This design comes from an exercise in tuning for small area on the open sky130 flow, not from production work.
At most, simulation tests tie the RTL to the original design; equivalence was not proved.
Power and IR drop assume default switching activity.

// eth_commu_top
module eth_commu_top
(
	input logic i_clk,
	input logic i_rst_n,
	input logic i_trig_send,
	input commu_pkg::len_t i_data_length,
	input commu_pkg::byte_t i_pck_ident,
	input commu_pkg::byte_t i_pck_idx,
	input commu_pkg::byte_t i_cur_byte,
	output logic o_get_cur_byte,
	output logic o_send_over,
	output logic o_tx_valid,
	output logic o_tx_last,
	output commu_pkg::byte_t o_tx_data,
	input logic i_rx_dv,
	input commu_pkg::byte_t i_rx_data,
	output commu_pkg::byte_t o_cmd,
	output logic [31:0] o_param,
	output logic o_cmd_come
);
Size in the first run: ~2000 cells after synthesis, ~990 flip-flops, roughly 100 I/O pins, about 30000 sq um of cells after synthesis.
clock: 12.0 ns
lec_check: 0
cap_margin: 20
core_margin: 2
core_utilization: 60
place_density: 0.75
slew_margin: 20
standard.sh (not shown) runs the stock make flow with config.mk's settings and CLKGATE_MAP_FILE= SYNTH_SCRIPT=/design/flow/synth_recipe.tcl, a recipe that flattens the netlist after the stock synthesis.
==> flow/flow/run.sh <==
#!/bin/bash
# Standard layout (the standard.sh) with a leaner clock tree and small port buffers:
# clkbuf_8 clock buffers in small sink clusters and no dummy loads on the clock tree; every
# port still gets its own buffer (buf_1). The make output goes to standard_run.log; the ORFS
# steps keep their own logs under orfs/logs.
set -o pipefail
export CTS_ARGS="-sink_clustering_enable -repair_clock_nets -dont_use_dummy_load -buf_list {sky130_fd_sc_hd__clkbuf_8} -sink_clustering_size 16 -sink_clustering_max_diameter 60"
export BUFFER_PORTS_ARGS="-buffer_cell sky130_fd_sc_hd__buf_1"
bash standard.sh > standard_run.log 2>&1
The baseline finished with timing, DRC and antenna clean.
Next try:
--- a/flow/config.mk
+++ b/flow/config.mk
@@ -8,5 +8,5 @@
 export CAP_MARGIN = 20
 export CORE_MARGIN = 2
-export CORE_UTILIZATION = 60
-export PLACE_DENSITY = 0.75
+export CORE_UTILIZATION = 70
+export PLACE_DENSITY = 0.85
 export SLEW_MARGIN = 20
First-iteration DRC count drops slightly; clock skew drops by 0.033 ns; setup slack gets better by 0.049 ns; utilization climbs by 10 points; wire length drops slightly; global-route usage climbs by 4.0 points; clock power stays flat; via count climbs slightly; register-to-register slack gets better by 0.04 ns.
Next try:
--- a/flow/config.mk
+++ b/flow/config.mk
@@ -8,5 +8,5 @@
 export CAP_MARGIN = 20
 export CORE_MARGIN = 2
-export CORE_UTILIZATION = 70
-export PLACE_DENSITY = 0.85
+export CORE_UTILIZATION = 65
+export PLACE_DENSITY = 0.8
 export SLEW_MARGIN = 20
Outcome:
- The changed run finished with timing, DRC and antenna clean
- clock power is about the same
- non-clock buffer count shrinks by 4
- total power hardly moves
- routed wire length shrinks slightly
- count of clock-buffer cells in the layout does not change
- hold slack loses 0.022 ns
- fmax stays flat
- first-iteration DRC count grows by a few percent
- cell count grows slightly
- sequential share of layout area hardly moves
Next try:
--- a/flow/flow/run.sh
+++ b/flow/flow/run.sh
@@ -5,5 +5,5 @@
 # steps keep their own logs under orfs/logs.
 set -o pipefail
-export CTS_ARGS="-sink_clustering_enable -repair_clock_nets -dont_use_dummy_load -buf_list {sky130_fd_sc_hd__clkbuf_8} -sink_clustering_size 16 -sink_clustering_max_diameter 60"
+export CTS_ARGS="-sink_clustering_enable -repair_clock_nets -dont_use_dummy_load -buf_list {sky130_fd_sc_hd__clkbuf_16} -sink_clustering_size 30 -sink_clustering_max_diameter 45"
 export BUFFER_PORTS_ARGS="-buffer_cell sky130_fd_sc_hd__buf_1"
 bash standard.sh > standard_run.log 2>&1
Result: Wire length went up by 4.0%. Power went up by 9.5%. Synthesized cell count is unchanged. Global-route usage went up by 0.98 points. Worst hold slack gains 0.018 ns. Worst setup slack loses 0.076 ns. Synthesized area is unchanged. Sequential power stays flat. Critical path depth stays the same. Die area is unchanged.

== before ==
eth_commu_top, a different RTL version from the one above (not shown whole).
Size in the first run: about 2100 cells after synthesis, about 100 I/O pins, roughly 30000 um2 of cells after synthesis.
==> flow/design.v (excerpt) <==
module eth_commu_top
(
	input logic i_clk,
	input logic i_rst_n,
	input logic i_trig_send,
	input commu_pkg::len_t i_data_length,
	input commu_pkg::byte_t i_pck_ident,
	input commu_pkg::byte_t i_pck_idx,
	input commu_pkg::byte_t i_cur_byte,
	output logic o_get_cur_byte,
	output logic o_send_over,
	output logic o_tx_valid,
	output logic o_tx_last,
	output commu_pkg::byte_t o_tx_data,
	input logic i_rx_dv,
	input commu_pkg::byte_t i_rx_data,
	output commu_pkg::byte_t o_cmd,
	output logic [31:0] o_param,
	output logic o_cmd_come
);
	commu_pkg::ip_t local_ip;
	logic local_set;
	logic dest_set;
	commu_pkg::ip_t dest_ip;
	commu_pkg::mac_t dest_mac;
	logic arp_req;
	commu_pkg::ip_t arp_ip;
	commu_pkg::mac_t arp_mac;
	logic tx_hdr;
	logic slot_valid;
	logic [111:0] slot_rec;
	logic [2:0] slot_kind;
	logic slot_release;
	logic slot_stage_arm;
	logic slot_loading;
	tx_frame_sender u_sender
	(
		.i_clk(i_clk),
		.i_rst_n(i_rst_n),
		.i_trig_send(i_trig_send),
  ...
clock: 12.0 ns
lec_check: 0
cap_margin: 20
core_margin: 2
core_utilization: 60
place_density: 0.75
slew_margin: 20
==> flow/flow/run.sh <==
#!/bin/bash
# Standard layout (the standard.sh) with a leaner clock tree and small port buffers:
# clkbuf_8 clock buffers in small sink clusters and no dummy loads on the clock tree; every
# port still gets its own buffer (buf_1). The make output goes to standard_run.log; the ORFS
# steps keep their own logs under orfs/logs.
set -o pipefail
export CTS_ARGS="-sink_clustering_enable -repair_clock_nets -dont_use_dummy_load -buf_list {sky130_fd_sc_hd__clkbuf_8} -sink_clustering_size 16 -sink_clustering_max_diameter 60"
export BUFFER_PORTS_ARGS="-buffer_cell sky130_fd_sc_hd__buf_1"
bash standard.sh > standard_run.log 2>&1
Changes in after relative to before:
# before
export LEC_CHECK = 0
export CAP_MARGIN = 20
export CORE_MARGIN = 2
export CORE_UTILIZATION = 60
export PLACE_DENSITY = 0.75
export SLEW_MARGIN = 20
create_clock -name core_clock -period 12.0 [get_ports {i_clk}]
# after
export LEC_CHECK = 0
export CAP_MARGIN = 20
export CORE_MARGIN = 2
export CORE_UTILIZATION = 40
export SLEW_MARGIN = 20
create_clock -name core_clock -period 12.0 [get_ports {i_clk}]
==> flow/flow/run.sh <==
#!/bin/bash
# Standard layout (the standard.sh) with a leaner clock tree, small port buffers.
# no dummy loads.
# clkbuf_8 clock buffers in small clusters and no dummy loads; every port still gets its own
# buffer; repair_timing's power recovery after global routing.
set -o pipefail
export CTS_ARGS="-sink_clustering_enable -repair_clock_nets -dont_use_dummy_load -buf_list {sky130_fd_sc_hd__clkbuf_8} -sink_clustering_size 16 -sink_clustering_max_diameter 50"
export BUFFER_PORTS_ARGS="-buffer_cell sky130_fd_sc_hd__buf_1"
bash standard.sh > standard_run.log 2>&1
### Flow results
- On met2 demand-to-capacity share in global routing: between before and after, it ends up higher for before.
- Post-layout instance area, after vs before: up slightly
- Side by side, starting density of the core turned out lower in after than in before.
- Least setup slack across all paths after layout for after is higher than for before.
- Relative to before, die area increased by 26000 um2 in after.

== run 1 ==
Another version of the RTL of eth_commu_top (not shown whole).
Size: ~2100 cells after synthesis, roughly 1000 flip-flops, roughly 100 I/O pins, ~31000 sq um of cells after synthesis.
Settings: LEC_CHECK=0, CAP_MARGIN=20, CORE_MARGIN=2, CORE_UTILIZATION=40, SLEW_MARGIN=20; clock period 12.0 ns.
==> flow/flow/run.sh <==
#!/bin/bash
# Standard layout (the standard.sh) with a leaner clock tree and small port buffers:
# small clock buffers, no dummy loads; every port still gets its own buffer.
set -o pipefail
export CTS_ARGS="-sink_clustering_enable -repair_clock_nets -dont_use_dummy_load -buf_list {sky130_fd_sc_hd__clkbuf_8} -sink_clustering_size 16 -sink_clustering_max_diameter 50"
export BUFFER_PORTS_ARGS="-buffer_cell sky130_fd_sc_hd__buf_1"
bash standard.sh > standard_run.log 2>&1
Run 1 completed end to end with timing, DRC and antenna clean.
Inputs modified between run 1 and run 2:
==> flow/flow/run.sh <==
#!/bin/bash
# Standard layout (the standard.sh) with a leaner clock tree and small port buffers:
# small clock buffers, no dummy loads; every port still gets its own buffer.
set -o pipefail
export CTS_ARGS="-sink_clustering_enable -repair_clock_nets -dont_use_dummy_load -buf_list {sky130_fd_sc_hd__clkbuf_8} -sink_clustering_size 20 -sink_clustering_max_diameter 45"
export BUFFER_PORTS_ARGS="-buffer_cell sky130_fd_sc_hd__buf_1"
bash standard.sh > standard_run.log 2>&1
==> comparison <==
- Re total of cells resized after clock tree synthesis: no difference whatsoever between run 1 and run 2.
- Delta (run 2 minus run 1): slew at the pin closest to its max-slew limit dropped 0.021 ns, worst voltage drop across the vdd grid climbed 5.5%, non-clock buffer instance count of the final layout barely changed.
- Looking at run 2 and run 1, the multi-input gate share of total cell area is a wash.
- Run 1 and run 2 ended up with roughly the same via count.
- Of run 2 and run 1, the run reporting the higher normalized max-slew margin was run 2.
- Clock power share (run 2 over run 1): increase, 0.6 points
Input changes introduced in run 3 (baseline for comparison: run 2):
==> flow/flow/run.sh <==
#!/bin/bash
# Standard layout (the standard.sh) with a leaner clock tree and small port buffers:
# small clock buffers, no dummy loads; every port still gets its own buffer.
set -o pipefail
export CTS_ARGS="-sink_clustering_enable -repair_clock_nets -dont_use_dummy_load -buf_list {sky130_fd_sc_hd__clkbuf_16} -sink_clustering_size 36 -sink_clustering_max_diameter 60"
export BUFFER_PORTS_ARGS="-buffer_cell sky130_fd_sc_hd__buf_1"
bash standard.sh > standard_run.log 2>&1
## What came out
Compared to run 2, run 3 shows a narrower setup margin.
The sum of routed wire segments on met1 on run 3 is in line with that on run 2.
Area added between synthesis and finish on run 3 is down relative to run 2.
Wire length is lower on run 3
In the reports for run 3 and run 2, the larger worst hold slack belongs to run 3.

eth_commu_top with an RTL version that a note above also has.
For scale: ~2,000 cells after synthesis, roughly 100 I/O pins, roughly 30,000 um^2 of cells after synthesis.
Settings: LEC_CHECK=0, CAP_MARGIN=20, CORE_MARGIN=2, CORE_UTILIZATION=65, GPL_ROUTABILITY_DRIVEN=0, GPL_TIMING_DRIVEN=0, PLACE_DENSITY=0.8, SLEW_MARGIN=20; clock period 12.0 ns.
==> flow/flow/run.sh <==
#!/bin/bash
# Standard layout (the standard.sh) with a leaner clock tree and small port buffers:
# clkbuf_8 clock buffers in small sink clusters and no dummy loads on the clock tree; every
# port still gets its own buffer (buf_1). The make output goes to standard_run.log; the ORFS
# steps keep their own logs under orfs/logs.
set -o pipefail
export CTS_ARGS="-sink_clustering_enable -repair_clock_nets -dont_use_dummy_load -buf_list {sky130_fd_sc_hd__clkbuf_8} -sink_clustering_size 16 -sink_clustering_max_diameter 60"
export BUFFER_PORTS_ARGS="-buffer_cell sky130_fd_sc_hd__buf_1"
bash standard.sh > standard_run.log 2>&1
==> next run, changes <==
--- a/flow/flow/run.sh
+++ b/flow/flow/run.sh
@@ -5,5 +5,5 @@
 # steps keep their own logs under orfs/logs.
 set -o pipefail
-export CTS_ARGS="-sink_clustering_enable -repair_clock_nets -dont_use_dummy_load -buf_list {sky130_fd_sc_hd__clkbuf_8} -sink_clustering_size 16 -sink_clustering_max_diameter 60"
+export CTS_ARGS="-sink_clustering_enable -repair_clock_nets -dont_use_dummy_load -buf_list {sky130_fd_sc_hd__clkbuf_8} -sink_clustering_size 20 -sink_clustering_max_diameter 50"
 export BUFFER_PORTS_ARGS="-buffer_cell sky130_fd_sc_hd__buf_1"
 bash standard.sh > standard_run.log 2>&1
--- a/flow/config.mk
+++ b/flow/config.mk
@@ -9,6 +9,4 @@
 export CORE_MARGIN = 2
 export CORE_UTILIZATION = 65
-export GPL_ROUTABILITY_DRIVEN = 0
-export GPL_TIMING_DRIVEN = 0
 export PLACE_DENSITY = 0.8
 export SLEW_MARGIN = 20
After rerunning:
- hold slack gets better by 6.4 ps
- count of clock-buffer cells in the layout falls by 8
- design area decreases slightly
- wire length falls by a few percent
- flip-flop and latch count is unchanged

== yarrow ==
RTL: one of the versions met above, not the one the previous note started from.
Size in the first run: ~2100 cells after synthesis, ~30000 um^2 of cells after synthesis.
clock: 12.0 ns
lec_check: 0
cap_margin: 20
core_margin: 2
core_utilization: 60
place_density: 0.75
slew_margin: 20
==> flow/flow/run.sh <==
#!/bin/bash
# Standard layout (the standard.sh) with a leaner clock tree, small port buffers.
# no dummy loads.
# clkbuf_8 clock buffers in small clusters and no dummy loads; every port still gets its own
# buffer; repair_timing's power recovery after global routing.
set -o pipefail
export CTS_ARGS="-sink_clustering_enable -repair_clock_nets -dont_use_dummy_load -buf_list {sky130_fd_sc_hd__clkbuf_8} -sink_clustering_size 16 -sink_clustering_max_diameter 50"
export BUFFER_PORTS_ARGS="-buffer_cell sky130_fd_sc_hd__buf_1"
bash standard.sh > standard_run.log 2>&1
The following lists how garnet was set up differently from yarrow:
Settings: PLACE_DENSITY: 0.75 -> 0.85; CORE_UTILIZATION: 60 -> 70.
==> flow/flow/run.sh <==
#!/bin/bash
# Standard layout (the standard.sh) with a leaner clock tree and small port buffers:
# clkbuf_8 clock buffers in small sink clusters and no dummy loads on the clock tree; every
# port still gets its own buffer (buf_1). The make output goes to standard_run.log; the ORFS
# steps keep their own logs under orfs/logs.
set -o pipefail
export CTS_ARGS="-sink_clustering_enable -repair_clock_nets -dont_use_dummy_load -buf_list {sky130_fd_sc_hd__clkbuf_8} -sink_clustering_size 16 -sink_clustering_max_diameter 50"
export BUFFER_PORTS_ARGS="-buffer_cell sky130_fd_sc_hd__buf_1"
bash standard.sh > standard_run.log 2>&1
Notes after the runs:
Comparing garnet and yarrow, the lower data required time at the worst endpoint is on garnet. The final reports for garnet and yarrow show share of total power in the clock network lower in the former. garnet: full flow OK, the timing, design-rule and antenna checks passed. Looking at final-layout clock-cell area share, garnet sits 0.20 points lower than yarrow does. Diff yarrow..garnet | multi-input gate share of the layout cell area | negligible.
Here is what was changed in the inputs of nickel compared with garnet.
Settings: CORE_UTILIZATION changed from 70 to 60; PLACE_DENSITY changed from 0.85 to 0.75.
==> summary.txt <==
Going from garnet to nickel, global-route usage over all layers shrinks by 5.7 points. Compared garnet against nickel; post-route fraction of the period consumed by the critical path within noise. nickel vs garnet — worst setup slack rose 0.015 ns. Combinational group power of nickel is on par with garnet. nickel vs garnet — finished layout cell area climbed slightly. Relative to garnet, total die area increased by about 16% in nickel. nickel against garnet; via count is down by a few percent. Of nickel and garnet, it is nickel that has the higher final cell count. Count of clock-buffer cells in the layout, nickel vs garnet: up by a few percent.

eth_commu_top, a different RTL version from the one above (not shown whole).
Size in the first run: about 2,000 cells after synthesis, about 970 flip-flops, ~100 I/O pins.
// eth_commu_top
module eth_commu_top
(
	input logic i_clk,
	input logic i_rst_n,
	input logic i_trig_send,
	input commu_pkg::len_t i_data_length,
	input commu_pkg::byte_t i_pck_ident,
	input commu_pkg::byte_t i_pck_idx,
	input commu_pkg::byte_t i_cur_byte,
	output logic o_get_cur_byte,
	output logic o_send_over,
	output logic o_tx_valid,
	output logic o_tx_last,
	output commu_pkg::byte_t o_tx_data,
	input logic i_rx_dv,
	input commu_pkg::byte_t i_rx_data,
	output commu_pkg::byte_t o_cmd,
	output logic [31:0] o_param,
	output logic o_cmd_come
);
export LEC_CHECK = 0
export CAP_MARGIN = 20
export CORE_MARGIN = 2
export CORE_UTILIZATION = 40
export SLEW_MARGIN = 20
create_clock -name core_clock -period 12.0 [get_ports {i_clk}]
==> flow/flow/run.sh <==
#!/bin/bash
# Standard layout (the standard.sh) with a leaner clock tree and small port buffers:
# small clock buffers, no dummy loads; every port still gets its own buffer.
set -o pipefail
export CTS_ARGS="-sink_clustering_enable -repair_clock_nets -dont_use_dummy_load -buf_list {sky130_fd_sc_hd__clkbuf_16} -sink_clustering_size 30 -sink_clustering_max_diameter 60"
export BUFFER_PORTS_ARGS="-buffer_cell sky130_fd_sc_hd__buf_1"
bash standard.sh > standard_run.log 2>&1
==> next run, changes <==
--- a/flow/flow/run.sh
+++ b/flow/flow/run.sh
@@ -5 +5 @@
-export CTS_ARGS="-sink_clustering_enable -repair_clock_nets -dont_use_dummy_load -buf_list {sky130_fd_sc_hd__clkbuf_16} -sink_clustering_size 30 -sink_clustering_max_diameter 60"
+export CTS_ARGS="-sink_clustering_enable -repair_clock_nets -dont_use_dummy_load -buf_list {sky130_fd_sc_hd__clkbuf_8 sky130_fd_sc_hd__clkbuf_16}"
=> The changed run passed the timing, design-rule and antenna checks. Worst setup slack loses 47 ps. Power goes up by 9.0%. Synthesized area does not change. Die area does not change. Via count goes up by 1.1%. Design area is higher by 2.6%. Sequential power stays flat. Flip-flop and latch count is unchanged. Global-route usage goes up by 0.26 points. Worst hold slack improves by 21 ps.
Function was not checked in any run of this note: the RTL went through the layout flow alone.

==> afterwards: timing with drivers on the ports <==
No port has a modelled driver above. Below, the same layouts with a new extraction and two added sets of constraints.
Step 1, drivers: a clkbuf_16 drives i_clk and a buf_2 each remaining input, both assumed.
Step 2, shift: input delay + t, output delay - t, t = (earliest + latest rising clock arrival at the registers) / 2. This alone moves slack from input paths to output paths.
a / b / c = no drivers / after step 1 / after step 2; a / b = the first two.
| run | shift t [ns] | slack for setup (ns) | pins driven straight from the clock port |
|---|---|---|---|
| the first run of note 1 | 0.668 | 5.946 / 5.977 / 5.308 | 1 |
| the second run of note 1 | 0.691 | 5.996 / 6.023 / 5.332 | 1 |
| the third run of note 1 | 0.693 | 5.986 / 6.013 / 5.320 | 1 |
| the fourth run of note 1 | 0.636 | 5.910 / 5.943 / 5.307 | 1 |
| before | 0.706 | 5.785 / 5.817 / 5.111 | 1 |
| after | 0.704 | 5.811 / 5.846 / 5.143 | 1 |
| run 1 | 0.719 | 5.974 / 6.004 / 5.286 | 1 |
| run 2 | 0.729 | 6.095 / 6.128 / 5.399 | 1 |
| run 3 | 0.657 | 6.075 / 6.117 / 5.460 | 1 |
| the first run of note 4 | 0.709 | 5.600 / 5.628 / 4.919 | 1 |
| the second run of note 4 | 0.665 | 5.960 / 5.990 / 5.325 | 1 |
| yarrow | 0.680 | 5.806 / 5.826 / 5.146 | 1 |
| garnet | 0.688 | 5.791 / 5.819 / 5.132 | 1 |
| nickel | 0.680 | 5.806 / 5.826 / 5.146 | 1 |
| the first run of note 6 | 0.688 | 6.234 / 6.274 / 5.587 | 1 |
| the second run of note 6 | 0.684 | 6.187 / 6.225 / 5.541 | 1 |
After both steps setup and hold are still met in every run listed. For run 2, which loses most, drivers alone change the setup slack by +0.033 ns; drivers and shift together by -0.696 ns.
